This design comes from an exercise in tuning for small area, a short achievable clock period and few clock cycles on the open sky130 flow, not from production work.
In this exercise RTL edits were held to simulation tests only and were not proved equivalent to the original.
Power figures rest on the tool's default switching activity, not on a simulated workload.

== v45 ==
// rt_frag_stream
module rt_frag_stream #(
    parameter int unsigned IW = rt_pkg::CAMERA_IW,
    parameter int unsigned QW = rt_pkg::CAMERA_QW
) (
    input  logic          clk,
    input  logic          resetn,
    input  logic          start,
    input  logic          abort,
    output logic          busy,
    output logic          done,
    input  logic [31:0]   image_width,
    input  logic [31:0]   image_height,
    input  logic [31:0]   camera_center_x,
    input  logic [31:0]   camera_center_y,
    input  logic [31:0]   camera_center_z,
    input  logic [31:0]   pixel_delta_u_x,
    input  logic [31:0]   pixel_delta_u_y,
    input  logic [31:0]   pixel_delta_u_z,
    input  logic [31:0]   pixel_delta_v_x,
    input  logic [31:0]   pixel_delta_v_y,
    input  logic [31:0]   pixel_delta_v_z,
    input  logic [31:0]   pixel_00_loc_x,
    input  logic [31:0]   pixel_00_loc_y,
    input  logic [31:0]   pixel_00_loc_z,
    output logic          m_valid,
    input  logic          m_ready,
    output logic [31:0]   m_data,
    output logic          m_last
);
    logic [IW-1:0] img_w, img_h;
    logic          unused_bits;
    logic busy_q, init_q, valid_q, done_q;
    logic          lc_q, lr_q, last_q, w1_q;
    logic [IW-1:0] xrem_q, yrem_q, w_q;
    logic [31:0]   acc_q, row_q, step_q;
    logic          idle, hs, adv, row_start, row_adv, lc_a, lr_a, lc_d;
    logic [IW-1:0] xdec, ydec;
    logic [31:0]   sum;
    assign img_w = image_width[QW +: IW];
    assign img_h = image_height[QW +: IW];
    assign unused_bits = ^{image_width[QW-1:0], image_height[QW-1:0],
                           camera_center_y, camera_center_z,
                           pixel_delta_u_y, pixel_delta_u_z,
                           pixel_delta_v_y, pixel_delta_v_z,
                           pixel_00_loc_y, pixel_00_loc_z};
    assign idle      = ~(init_q | valid_q);
  ...
Size in the first run: ~150 flip-flops, roughly 8000 um2 of cells after synthesis.
==> flow/config.mk <==
export PLATFORM = sky130hd
export DESIGN_NAME = rt_frag_stream
export DESIGN_NICKNAME = rt_frag_stream
export VERILOG_FILES = /design/flow/design.v
export SDC_FILE = /design/flow/constraint.sdc
export NUM_CORES = 4
export LEC_CHECK = 0
export CAP_MARGIN = 0
export CORE_MARGIN = 2
export CORE_UTILIZATION = 40
export SLEW_MARGIN = 0
export TNS_END_PERCENT = 0
==> flow/constraint.sdc <==
create_clock -name core_clock -period 10.0 [get_ports {clk}]
set_input_delay 2.0000 -clock core_clock [delete_from_list [all_inputs] [get_ports {clk}]]
set_output_delay 2.0000 -clock core_clock [all_outputs]
set_load 0.01 [all_outputs]
standard.sh (not shown) runs the stock make flow with config.mk's settings and CLKGATE_MAP_FILE= SYNTH_SCRIPT=/design/flow/synth_recipe.tcl, a recipe that flattens the netlist after the stock synthesis.
==> flow/flow/run.sh <==
#!/bin/bash
# Standard ORFS layout with small port buffers, a compact clock tree and a
# tighter setup target for the resizer's timing repair. Each ORFS step keeps
# its full log under orfs/logs; make's own output goes to standard_make.log.
set -euo pipefail
export BUFFER_PORTS_ARGS="-buffer_cell sky130_fd_sc_hd__buf_1"
export CTS_ARGS="-sink_clustering_enable -repair_clock_nets -buf_list {sky130_fd_sc_hd__clkbuf_8} -sink_clustering_size 30 -sink_clustering_max_diameter 100 -dont_use_dummy_load"
bash standard.sh BUFFER_PORTS_ARGS="$BUFFER_PORTS_ARGS" CTS_ARGS="$CTS_ARGS" SETUP_SLACK_MARGIN=7.0 finish > standard_make.log 2>&1
v45 | status: complete | timing, DRC, antenna: pass
Testbench counts of v45, summed over its fixed seeds: cycles 25,740.
Modified inputs, v28 compared to v45
# v45
export LEC_CHECK = 0
export CAP_MARGIN = 0
export CORE_MARGIN = 2
export CORE_UTILIZATION = 40
export SLEW_MARGIN = 0
export TNS_END_PERCENT = 0
create_clock -name core_clock -period 10.0 [get_ports {clk}]
# v28
export LEC_CHECK = 0
export CAP_MARGIN = 20
export CORE_MARGIN = 2
export CORE_UTILIZATION = 40
export SLEW_MARGIN = 20
export TNS_END_PERCENT = 10
create_clock -name core_clock -period 10.0 [get_ports {clk}]
Findings:
- [diff] hold slack, v28 relative to v45: improvement
- Compared with v45, v28 shows global-route usage higher by 0.35 points.
- Comparing v45 and v28, the higher post-layout total power was measured on v28.
- Final cell count without fillers: v28 vs v45 — no meaningful difference
- Diff v45 and v28: fmax higher in v45
- v28 reports its master of the slowest instance on the critical path as sky130_fd_sc_hd__buf_6 while v45 reports sky130_fd_sc_hd__dfxtp_4.
#### Input delta (v35 over v28)
# v28
export LEC_CHECK = 0
export CAP_MARGIN = 20
export CORE_MARGIN = 2
export CORE_UTILIZATION = 40
export SLEW_MARGIN = 20
export TNS_END_PERCENT = 10
create_clock -name core_clock -period 10.0 [get_ports {clk}]
# v35
export LEC_CHECK = 0
export CAP_MARGIN = 20
export CORE_MARGIN = 2
export CORE_UTILIZATION = 40
export GPL_ROUTABILITY_DRIVEN = 0
export SLEW_MARGIN = 20
export TNS_END_PERCENT = 0
create_clock -name core_clock -period 10.0 [get_ports {clk}]
### Flow results
v28: PASS, flow complete, no timing, DRC or antenna violations. v35 ended with every stage complete and zero timing, DRC or antenna violations. | worst setup slack | v35 vs v28 | 0.045 ns higher |. v35 — delay contributed by the slowest stage of the critical path 0.04 ns higher, v28 as reference. Compared with v28, v35 shows a lower design area. Taking v28 as the reference, in v35 detailed-route wire length lower, global-route wire length before repair lower.
Setup changes, v35 to v14
# v35
export LEC_CHECK = 0
export CAP_MARGIN = 20
export CORE_MARGIN = 2
export CORE_UTILIZATION = 40
export GPL_ROUTABILITY_DRIVEN = 0
export SLEW_MARGIN = 20
export TNS_END_PERCENT = 0
create_clock -name core_clock -period 10.0 [get_ports {clk}]
# v14
export LEC_CHECK = 0
export CAP_MARGIN = 50
export CORE_MARGIN = 2
export CORE_UTILIZATION = 40
export SLEW_MARGIN = 50
export TNS_END_PERCENT = 0
create_clock -name core_clock -period 10.0 [get_ports {clk}]
Findings:
Reported for v14 and v35, average size of a mapped cell turned out identical to the last digit. Final cell count: v14 vs v35 — no meaningful difference. v14: number of antenna violations at the first check in global routing lower than v35. Routing usage on met2 delta (v35 -> v14): insignificant. Diff v35..v14 | power | negligible. When the final numbers for v14 and v35 were put side by side, the global routing usage summed across all routing layers turned out to be greater in v35. Diff v35 -> v14: timing-limited maximum frequency saw a decrease; share of cells above drive strength 1 climbed 0.65 points. Clock network fraction of design power: v35 vs v14 — no meaningful difference. v14 has less setup slack than v35.
The inputs of v9 differ from those of v14 as listed below.
# v14
export LEC_CHECK = 0
export CAP_MARGIN = 50
export CORE_MARGIN = 2
export CORE_UTILIZATION = 40
export SLEW_MARGIN = 50
export TNS_END_PERCENT = 0
create_clock -name core_clock -period 10.0 [get_ports {clk}]
# v9
export LEC_CHECK = 0
export CAP_MARGIN = 20
export CORE_MARGIN = 2
export CORE_UTILIZATION = 40
export SLEW_MARGIN = 20
export TNS_END_PERCENT = 0
create_clock -name core_clock -period 10.0 [get_ports {clk}]
--- a/flow/flow/run.sh
+++ b/flow/flow/run.sh
@@ -6,3 +6,3 @@
 export BUFFER_PORTS_ARGS="-buffer_cell sky130_fd_sc_hd__buf_1"
 export CTS_ARGS="-sink_clustering_enable -repair_clock_nets -buf_list {sky130_fd_sc_hd__clkbuf_8} -sink_clustering_size 30 -sink_clustering_max_diameter 100 -dont_use_dummy_load"
-bash standard.sh BUFFER_PORTS_ARGS="$BUFFER_PORTS_ARGS" CTS_ARGS="$CTS_ARGS" SETUP_SLACK_MARGIN=7.0 finish > standard_make.log 2>&1
+bash standard.sh BUFFER_PORTS_ARGS="$BUFFER_PORTS_ARGS" CTS_ARGS="$CTS_ARGS" SETUP_SLACK_MARGIN=7.3 MATCH_CELL_FOOTPRINT=0 finish > standard_make.log 2>&1
Findings:
v9 does better than v14 on number of vias after detailed routing. v9 has clock period minus final worst setup slack below what v14 had. Delta (v9 minus v14): proportion of final cell area spent on non-clock buffers now sits lower; post-synthesis to final-layout area growth now sits lower; weighted congestion reported at the end of routability-driven placement now sits lower; number of buffers inserted by post-CTS setup repair now sits lower. Taking v14 as the reference, in v9 portion of total power attributed to sequential cells went up by 0.5 points; global-route wire length before repair fell 4.8%; initial antenna violation count increased 1; share of the cycle needed by the critical path after routing fell by 0.46 points.

==> port drivers added, routing unchanged <==
Ports are ideal in the flow. The routed layouts listed here were re-timed in OpenROAD.
Step 1: set_driving_cell puts a clkbuf_16 on clk and a buf_2 on each other input, an assumption about the parent block.
Step 2, shift: input delay + t, output delay - t, t = (earliest + latest rising clock arrival at the registers) / 2. This alone moves slack from input paths to output paths.
Three values: ideal ports, drivers, drivers and shift; two values: the first two.
run | t, ns | setup slack, ns | hold WS [ns] | worst register clock-pin slew, ns
v45 | 0.478 | 6.769 / 6.769 / 6.307 | 0.517 / 0.517 / 0.517 | 0.09 / 0.09
v28 | 0.478 | 6.724 / 6.737 / 6.261 | 0.522 / 0.522 / 0.522 | 0.09 / 0.09
v35 | 0.478 | 6.769 / 6.769 / 6.307 | 0.517 / 0.517 / 0.517 | 0.09 / 0.09
v14 | 0.476 | 6.736 / 6.736 / 6.326 | 0.515 / 0.515 / 0.515 | 0.09 / 0.09
v9 | 0.469 | 6.782 / 6.782 / 6.403 | 0.527 / 0.527 / 0.527 | 0.10 / 0.10
After both steps setup and hold are still met in every run listed. The setup slack of v28, which loses most, moves by +0.013 ns with the drivers and by -0.463 ns with both steps.
